From an optimization exercise on the open Yosys and OpenROAD flow, aimed at small area; shortcuts taken in it are not production practice.
Only simulation tests tie the RTL to the original design; equivalence was not proved.
Power and IR drop assume default switching activity.

==> inputs of wip/xenon <==
==> flow/design.v <==
package fft_sequencer_pkg;
    localparam int unsigned LOG2N   = 5;
    localparam int unsigned N       = 1 << LOG2N;
    localparam int unsigned PAIRS   = N / 2;
    localparam int unsigned W       = 16;
    localparam int unsigned STAGE_W = 3;
    typedef enum logic [1:0] {
        IDLE  = 2'd0,
        LOAD  = 2'd1,
        RUN   = 2'd2,
        DRAIN = 2'd3
    } state_t;
endpackage
import fft_sequencer_pkg::*;
module fft_pair_index
#(
    parameter int unsigned LOG2N = fft_sequencer_pkg::LOG2N
) (
    input  logic [STAGE_W-1:0] stage,
    input  logic [LOG2N-2:0]   pair,
    output logic [LOG2N-1:0]   pair_i,
    output logic [LOG2N-1:0]   pair_j
);
    logic [LOG2N-1:0] sh;
    logic [LOG2N-1:0] bitv;
    logic [LOG2N-1:0] mask;
    logic [LOG2N-1:0] pw;
    always_comb begin
        sh     = (stage == '0) ? '0 : LOG2N'(stage - STAGE_W'(1));
        bitv   = LOG2N'(1) << sh;
        mask   = bitv - LOG2N'(1);
        pw     = LOG2N'(pair);
        pair_i = ((pw & ~mask) << 1) | (pw & mask);
        pair_j = pair_i | bitv;
    end
endmodule
import fft_sequencer_pkg::*;
module fft_sequencer
#(
    parameter int unsigned LOG2N = fft_sequencer_pkg::LOG2N,
    parameter int unsigned W     = fft_sequencer_pkg::W
) (
    input  logic               clk,
    input  logic               rst,
    input  logic               start,
    input  logic               in_valid,
    output logic               in_ready,
    input  logic [W-1:0]       in_re,
    input  logic [W-1:0]       in_im,
    output logic [STAGE_W-1:0] bf_stage,
    output logic [LOG2N-1:0]   bf_i,
    output logic [LOG2N-1:0]   bf_j,
    output logic [W-1:0]       bf_xir,
    output logic [W-1:0]       bf_xic,
    output logic [W-1:0]       bf_xjr,
    output logic [W-1:0]       bf_xjc,
    input  logic [W-1:0]       bf_yir,
    input  logic [W-1:0]       bf_yic,
    input  logic [W-1:0]       bf_yjr,
    input  logic [W-1:0]       bf_yjc,
    output logic               out_valid,
    input  logic               out_ready,
    output logic [W-1:0]       out_re,
    output logic [W-1:0]       out_im,
    output logic [LOG2N-1:0]   out_idx,
    output logic               busy,
    output logic               done
);
    localparam int unsigned NPTS   = 1 << LOG2N;
    localparam int unsigned NPAIRS = NPTS / 2;
    fft_sequencer_pkg::state_t state;
    fft_sequencer_pkg::state_t state_nxt;
    logic [LOG2N-1:0]     cnt, cnt_nxt;
    logic [STAGE_W-1:0]   stage, stage_nxt;
    logic [LOG2N-2:0]     pair, pair_nxt;
    logic                 done_nxt;
    logic [LOG2N-1:0]     pi, pj;
    logic [2*W-1:0] qa [NPAIRS];
    logic [2*W-1:0] qc [NPAIRS];
    fft_pair_index #(.LOG2N(LOG2N)) u_pair_index (
        .stage  (stage),
        .pair   (pair),
        .pair_i (pi),
        .pair_j (pj)
    );
    always_ff @(posedge clk) begin
        if (rst) begin
            state <= IDLE;
            cnt   <= '0;
            stage <= '0;
            pair  <= '0;
            done  <= 1'b0;
        end else begin
            state <= state_nxt;
            cnt   <= cnt_nxt;
            stage <= stage_nxt;
            pair  <= pair_nxt;
            done  <= done_nxt;
        end
    end
    logic run, load, drain;
    logic blk;                   
    logic [2*W-1:0] dtap;        
    logic [2*W-1:0] a_in, c_in, yi;
    logic en_a, en_c;
    assign run   = (state == RUN);
    assign load  = (state == LOAD);
    assign drain = (state == DRAIN);
    assign yi    = {bf_yir, bf_yic};
    always_comb begin
        case (stage)
            3'd1:    blk = pair[0];
            3'd2:    blk = pair[1];
            3'd3:    blk = pair[2];
            3'd4:    blk = pair[3];
            default: blk = 1'b0;
        endcase
        case (stage)
            3'd1:    dtap = qc[0];
            3'd2:    dtap = qc[1];
            3'd3:    dtap = qc[3];
            default: dtap = qc[7];
        endcase
        a_in = load ? {in_re, in_im} : (blk ? dtap : yi);
        c_in = load ? {in_re, in_im} : {bf_yjr, bf_yjc};
        en_a = run | (load & in_valid & ~cnt[0]) | (drain & out_ready & ~cnt[LOG2N-1]);
        en_c = run | (load & in_valid &  cnt[0]) | (drain & out_ready &  cnt[LOG2N-1]);
    end
    always_ff @(posedge clk) begin
        if (en_a) begin
            qa[0] <= a_in;
            for (int k = 1; k < NPAIRS; k++) qa[k] <= qa[k-1];
        end
        if (en_c) begin
            qc[0] <= c_in;
            for (int k = 1; k < NPAIRS; k++) begin
                if (run && blk && ((k == 1 && stage == 3'd1) || (k == 2 && stage == 3'd2) ||
                                   (k == 4 && stage == 3'd3) || (k == 8 && stage == 3'd4)))
                    qc[k] <= yi;
                else
                    qc[k] <= qc[k-1];
            end
        end
    end
    always_comb begin
        state_nxt = state;
        cnt_nxt   = cnt;
        stage_nxt = stage;
        pair_nxt  = pair;
        done_nxt  = 1'b0;
        unique case (state)
            IDLE: begin
                if (start) begin
                    state_nxt = LOAD;
                    cnt_nxt   = '0;
                end
            end
            LOAD: begin
                if (in_valid) begin
                    cnt_nxt = cnt + LOG2N'(1);
                    if (cnt == LOG2N'(NPTS - 1)) begin
                        state_nxt = RUN;
                        stage_nxt = STAGE_W'(1);
                        pair_nxt  = '0;
                    end
                end
            end
            RUN: begin
                if (pair == (LOG2N-1)'(NPAIRS - 1)) begin
                    pair_nxt = '0;
                    if (stage == STAGE_W'(LOG2N)) begin
                        state_nxt = DRAIN;
                        stage_nxt = '0;
                        cnt_nxt   = '0;
                    end else begin
                        stage_nxt = stage + STAGE_W'(1);
                    end
                end else begin
                    pair_nxt = pair + (LOG2N-1)'(1);
                end
            end
            DRAIN: begin
                if (out_ready) begin
                    if (cnt == LOG2N'(NPTS - 1)) begin
                        state_nxt = IDLE;
                        cnt_nxt   = '0;
                        done_nxt  = 1'b1;
                    end else begin
                        cnt_nxt = cnt + LOG2N'(1);
                    end
                end
            end
            default: state_nxt = IDLE;
        endcase
    end
    always_comb begin
        in_ready  = load;
        out_valid = drain;
        busy      = (state != IDLE);
        bf_stage  = run ? stage : '0;
        bf_i      = run ? pi : '0;
        bf_j      = run ? pj : '0;
        {bf_xir, bf_xic} = qa[NPAIRS-1];
        {bf_xjr, bf_xjc} = qc[NPAIRS-1];
        {out_re, out_im} = cnt[LOG2N-1] ? qc[NPAIRS-1] : qa[NPAIRS-1];
        out_idx   = cnt;
    end
endmodule
==> flow/run.sh <==
#!/bin/bash
# synth_recipe.tcl (not shown) runs the flow's synth.tcl, then flattens the netlist and writes it again
# the make line also repeats each setting of config.mk as NAME=value (left out here)
make -C /OpenROAD-flow-scripts/flow DESIGN_CONFIG=/design/flow/config.mk WORK_HOME=/design/flow/orfs CLKGATE_MAP_FILE= SYNTH_SCRIPT=/design/flow/synth_recipe.tcl finish
==> flow/config.mk <==
export PLATFORM = sky130hd
export DESIGN_NAME = fft_sequencer
export DESIGN_NICKNAME = fft_sequencer
export VERILOG_FILES = /design/flow/design.v
export SDC_FILE = /design/flow/constraint.sdc
export NUM_CORES = 4
export LEC_CHECK = 0
export CAP_MARGIN = 20
export CORE_MARGIN = 2
export CORE_UTILIZATION = 25
export PLACE_DENSITY = 0.5
export SLEW_MARGIN = 20
==> flow/constraint.sdc <==
create_clock -name core_clock -period 10.0 [get_ports {clk}]
set_input_delay 2.0000 -clock core_clock [delete_from_list [all_inputs] [get_ports {clk}]]
set_output_delay 2.0000 -clock core_clock [all_outputs]
set_load 0.01 [all_outputs]
==> wip/cedar: changes against wip/xenon <==
==> flow/design.v (replaced) <==
package fft_sequencer_pkg;
    localparam int unsigned LOG2N   = 5;
    localparam int unsigned N       = 1 << LOG2N;
    localparam int unsigned PAIRS   = N / 2;
    localparam int unsigned W       = 16;
    localparam int unsigned STAGE_W = 3;
    typedef enum logic [1:0] {
        IDLE  = 2'd0,
        LOAD  = 2'd1,
        RUN   = 2'd2,
        DRAIN = 2'd3
    } state_t;
endpackage
import fft_sequencer_pkg::*;
module fft_pair_index
#(
    parameter int unsigned LOG2N = fft_sequencer_pkg::LOG2N
) (
    input  logic [STAGE_W-1:0] stage,
    input  logic [LOG2N-2:0]   pair,
    output logic [LOG2N-1:0]   pair_i,
    output logic [LOG2N-1:0]   pair_j
);
    logic [LOG2N-1:0] bitv;
    logic [LOG2N-1:0] mask;
    logic [LOG2N-1:0] pw;
    always_comb begin
        for (int k = 0; k < LOG2N; k++) begin
            bitv[k] = (stage == STAGE_W'(k + 1));
            mask[k] = (stage > STAGE_W'(k + 1));
        end
        pw     = (stage == '0) ? '0 : LOG2N'(pair);
        pair_i = ((pw & ~mask) << 1) | (pw & mask);
        pair_j = pair_i | bitv;
    end
endmodule
import fft_sequencer_pkg::*;
module fft_sequencer
#(
    parameter int unsigned LOG2N = fft_sequencer_pkg::LOG2N,
    parameter int unsigned W     = fft_sequencer_pkg::W
) (
    input  logic               clk,
    input  logic               rst,
    input  logic               start,
    input  logic               in_valid,
    output logic               in_ready,
    input  logic [W-1:0]       in_re,
    input  logic [W-1:0]       in_im,
    output logic [STAGE_W-1:0] bf_stage,
    output logic [LOG2N-1:0]   bf_i,
    output logic [LOG2N-1:0]   bf_j,
    output logic [W-1:0]       bf_xir,
    output logic [W-1:0]       bf_xic,
    output logic [W-1:0]       bf_xjr,
    output logic [W-1:0]       bf_xjc,
    input  logic [W-1:0]       bf_yir,
    input  logic [W-1:0]       bf_yic,
    input  logic [W-1:0]       bf_yjr,
    input  logic [W-1:0]       bf_yjc,
    output logic               out_valid,
    input  logic               out_ready,
    output logic [W-1:0]       out_re,
    output logic [W-1:0]       out_im,
    output logic [LOG2N-1:0]   out_idx,
    output logic               busy,
    output logic               done
);
    localparam int unsigned NPTS   = 1 << LOG2N;
    localparam int unsigned NPAIRS = NPTS / 2;
    fft_sequencer_pkg::state_t state;
    fft_sequencer_pkg::state_t state_nxt;
    logic [LOG2N-1:0]     cnt, cnt_nxt;
    logic [STAGE_W-1:0]   stage, stage_nxt;
    logic                 done_nxt;
    logic [LOG2N-1:0]     pi, pj;
    logic                 run, load, drain, step, last;
    logic [2*W-1:0] qa [NPAIRS];
    logic [2*W-1:0] qc [NPAIRS];
    fft_pair_index #(.LOG2N(LOG2N)) u_pair_index (
        .stage  (stage),
        .pair   (cnt[LOG2N-2:0]),
        .pair_i (pi),
        .pair_j (pj)
    );
    assign run   = (state == RUN);
    assign load  = (state == LOAD);
    assign drain = (state == DRAIN);
    assign step  = run | (load & in_valid) | (drain & out_ready);
    assign last  = (cnt == LOG2N'(NPTS - 1));
    always_ff @(posedge clk) begin
        if (rst) begin
            state <= IDLE;
            cnt   <= '0;
            stage <= '0;
            done  <= 1'b0;
        end else begin
            state <= state_nxt;
            cnt   <= cnt_nxt;
            stage <= stage_nxt;
            done  <= done_nxt;
        end
    end
    always_comb begin
        state_nxt = state;
        stage_nxt = stage;
        cnt_nxt   = cnt;
        if (step) begin
            cnt_nxt[LOG2N-2:0] = cnt[LOG2N-2:0] + (LOG2N-1)'(1);
            cnt_nxt[LOG2N-1]   = cnt[LOG2N-1] ^ (!run && (&cnt[LOG2N-2:0]));
        end
        done_nxt  = drain && out_ready && last;
        unique case (state)
            IDLE:  if (start) state_nxt = LOAD;
            LOAD:  if (in_valid && last) begin
                       state_nxt = RUN;
                       stage_nxt = STAGE_W'(1);
                   end
            RUN:   if (&cnt[LOG2N-2:0]) begin
                       if (stage == STAGE_W'(LOG2N)) begin
                           state_nxt = DRAIN;
                           stage_nxt = '0;
                       end else begin
                           stage_nxt = stage + STAGE_W'(1);
                       end
                   end
            DRAIN: if (out_ready && last) state_nxt = IDLE;
            default: state_nxt = IDLE;
        endcase
    end
    logic blk;                   
    logic [2*W-1:0] dtap;        
    logic [2*W-1:0] a_in, c_in, yi;
    logic en_a, en_c0, en_c;
    assign yi = {bf_yir, bf_yic};
    always_comb begin
        case (stage)
            3'd1:    blk = cnt[0];
            3'd2:    blk = cnt[1];
            3'd3:    blk = cnt[2];
            3'd4:    blk = cnt[3];
            default: blk = 1'b0;
        endcase
        case (stage)
            3'd2:    dtap = qc[1];
            3'd3:    dtap = qc[3];
            3'd4:    dtap = qc[7];
            default: dtap = qc[0];
        endcase
        a_in  = (run && !blk) ? yi : dtap;
        c_in  = load ? {in_re, in_im} : {bf_yjr, bf_yjc};
        en_a  = run | (load & in_valid &  cnt[0]) | (drain & out_ready & ~cnt[LOG2N-1]);
        en_c0 = run | (load & in_valid);
        en_c  = run | (load & in_valid & ~cnt[0]) | (drain & out_ready &  cnt[LOG2N-1]);
    end
    always_ff @(posedge clk) begin
        if (en_a) begin
            qa[0] <= a_in;
            for (int k = 1; k < NPAIRS; k++) qa[k] <= qa[k-1];
        end
        if (en_c0) qc[0] <= c_in;
        if (en_c) begin
            for (int k = 1; k < NPAIRS; k++) begin
                if (run && blk && ((k == 1 && stage == 3'd1) || (k == 2 && stage == 3'd2) ||
                                   (k == 4 && stage == 3'd3) || (k == 8 && stage == 3'd4)))
                    qc[k] <= yi;
                else
                    qc[k] <= qc[k-1];
            end
        end
    end
    always_comb begin
        in_ready  = load;
        out_valid = drain;
        busy      = (state != IDLE);
        bf_stage  = stage;
        bf_i      = pi;
        bf_j      = pj;
        {bf_xir, bf_xic} = qa[NPAIRS-1];
        {bf_xjr, bf_xjc} = qc[NPAIRS-1];
        {out_re, out_im} = cnt[LOG2N-1] ? qc[NPAIRS-1] : qa[NPAIRS-1];
        out_idx   = cnt;
    end
endmodule
==> flow/flow/run.sh (new file) <==
#!/bin/bash
# Standard layout with these changes: the port buffers use the smallest buffer cell, and
# clock tree synthesis adds no dummy loads and uses larger sink clusters. ORFS writes
# each tool's log under orfs/logs; make's output goes to standard.log here.
set -euo pipefail
cat >> config.mk <<'EOC'
export BUFFER_PORTS_ARGS = -buffer_cell sky130_fd_sc_hd__buf_1
export CTS_ARGS = -sink_clustering_enable -repair_clock_nets -dont_use_dummy_load -buf_list {sky130_fd_sc_hd__clkbuf_16} -sink_clustering_size 30 -sink_clustering_max_diameter 100
EOC
bash standard.sh > standard.log 2>&1
==> flow/standard.sh (new file) <==
#!/bin/bash
# synth_recipe.tcl (not shown) runs the flow's synth.tcl, then flattens the netlist and writes it again
# the make line also repeats each setting of config.mk as NAME=value (left out here)
make -C /OpenROAD-flow-scripts/flow DESIGN_CONFIG=/design/flow/config.mk WORK_HOME=/design/flow/orfs CLKGATE_MAP_FILE= SYNTH_SCRIPT=/design/flow/synth_recipe.tcl "${@:-finish}"
Settings changed: BUFFER_PORTS_ARGS set to -buffer_cell sky130_fd_sc_hd__buf_1, CTS_ARGS set to -sink_clustering_enable -repair_clock_nets -dont_use_dummy_load -buf_list {sky130_fd_sc_hd__clkbuf_16} -sink_clustering_size 30 -sink_clustering_max_diameter 100.
removed: flow/run.sh
==> qor summary <==
Run status: wip/cedar timing/DRC/antenna clean; wip/xenon timing/DRC/antenna clean
Capture point of the worst reg-to-reg path: wip/cedar qa[11][14]; wip/xenon qc[0][16]
Total area of multi-input combinational cells: wip/cedar 3900 um^2; wip/xenon 4130 um^2
Horiz. Die Dim: wip/cedar 378 um; wip/xenon 381 um
Number of CTS-inserted buffers: wip/cedar 44; wip/xenon 104
Standard cell core area: wip/cedar 139000 um^2; wip/xenon 141000 um^2
Shortest clock period the worst path allows after layout: wip/cedar 4.46 ns; wip/xenon 5.27 ns
Number of vias per cell: wip/cedar 3.93; wip/xenon 4.05
Die height: wip/cedar 378 um; wip/xenon 381 um
Number of vias in the routed layout: wip/cedar 14100; wip/xenon 15800
Total placed cells including tap cells: wip/cedar 3544; wip/xenon 3698
Synthesized cell area: wip/cedar 35000 um^2; wip/xenon 35500 um^2
Highest attainable clock frequency: wip/cedar 224 MHz; wip/xenon 190 MHz
Startpoint of the tightest hold check path: wip/cedar qc[13][10]; wip/xenon qa[13][21]
Final non-filler cell total: wip/cedar 3590; wip/xenon 3892
Share of cell area taken by multi-input logic gates: wip/cedar 0.0990; wip/xenon 0.0947
Slew margin rel.: wip/cedar 0.298; wip/xenon 0.276
Worst slack, placed: wip/cedar 5.35 ns; wip/xenon 4.78 ns
Share of total power in the clock network: wip/cedar 0.181; wip/xenon 0.291

[static timing again, ports no longer ideal]
Ports are ideal in the flow. The routed layouts listed here were re-timed in OpenROAD.
Step 1 (the two cells are an assumption about what drives the block):
set clk [get_ports {clk}]
set_driving_cell -lib_cell sky130_fd_sc_hd__clkbuf_16 $clk
set_driving_cell -lib_cell sky130_fd_sc_hd__buf_2 [delete_from_list [all_inputs] $clk]
Step 2 adds t to the input delays and takes it off the output delays; t is the mean of the earliest and latest rising clock arrival at the registers after step 1. Input paths then give back, and output paths get back, about the clock's delay inside the block.
Slacks: no drivers / after step 1 / after step 2; pairs: no drivers / after step 1.
run	shift t [ns]	setup WS [ns]	slew at the worst register clock pin (ns)
wip/xenon	0.746	4.731 / 4.661 / 4.814	0.07 / 0.07
wip/cedar	0.670	5.537 / 5.471 / 5.340	0.12 / 0.12
After both steps setup and hold are still met in every run listed. The setup slack of wip/cedar, which loses most, moves by -0.066 ns with the drivers and by -0.197 ns with both steps.
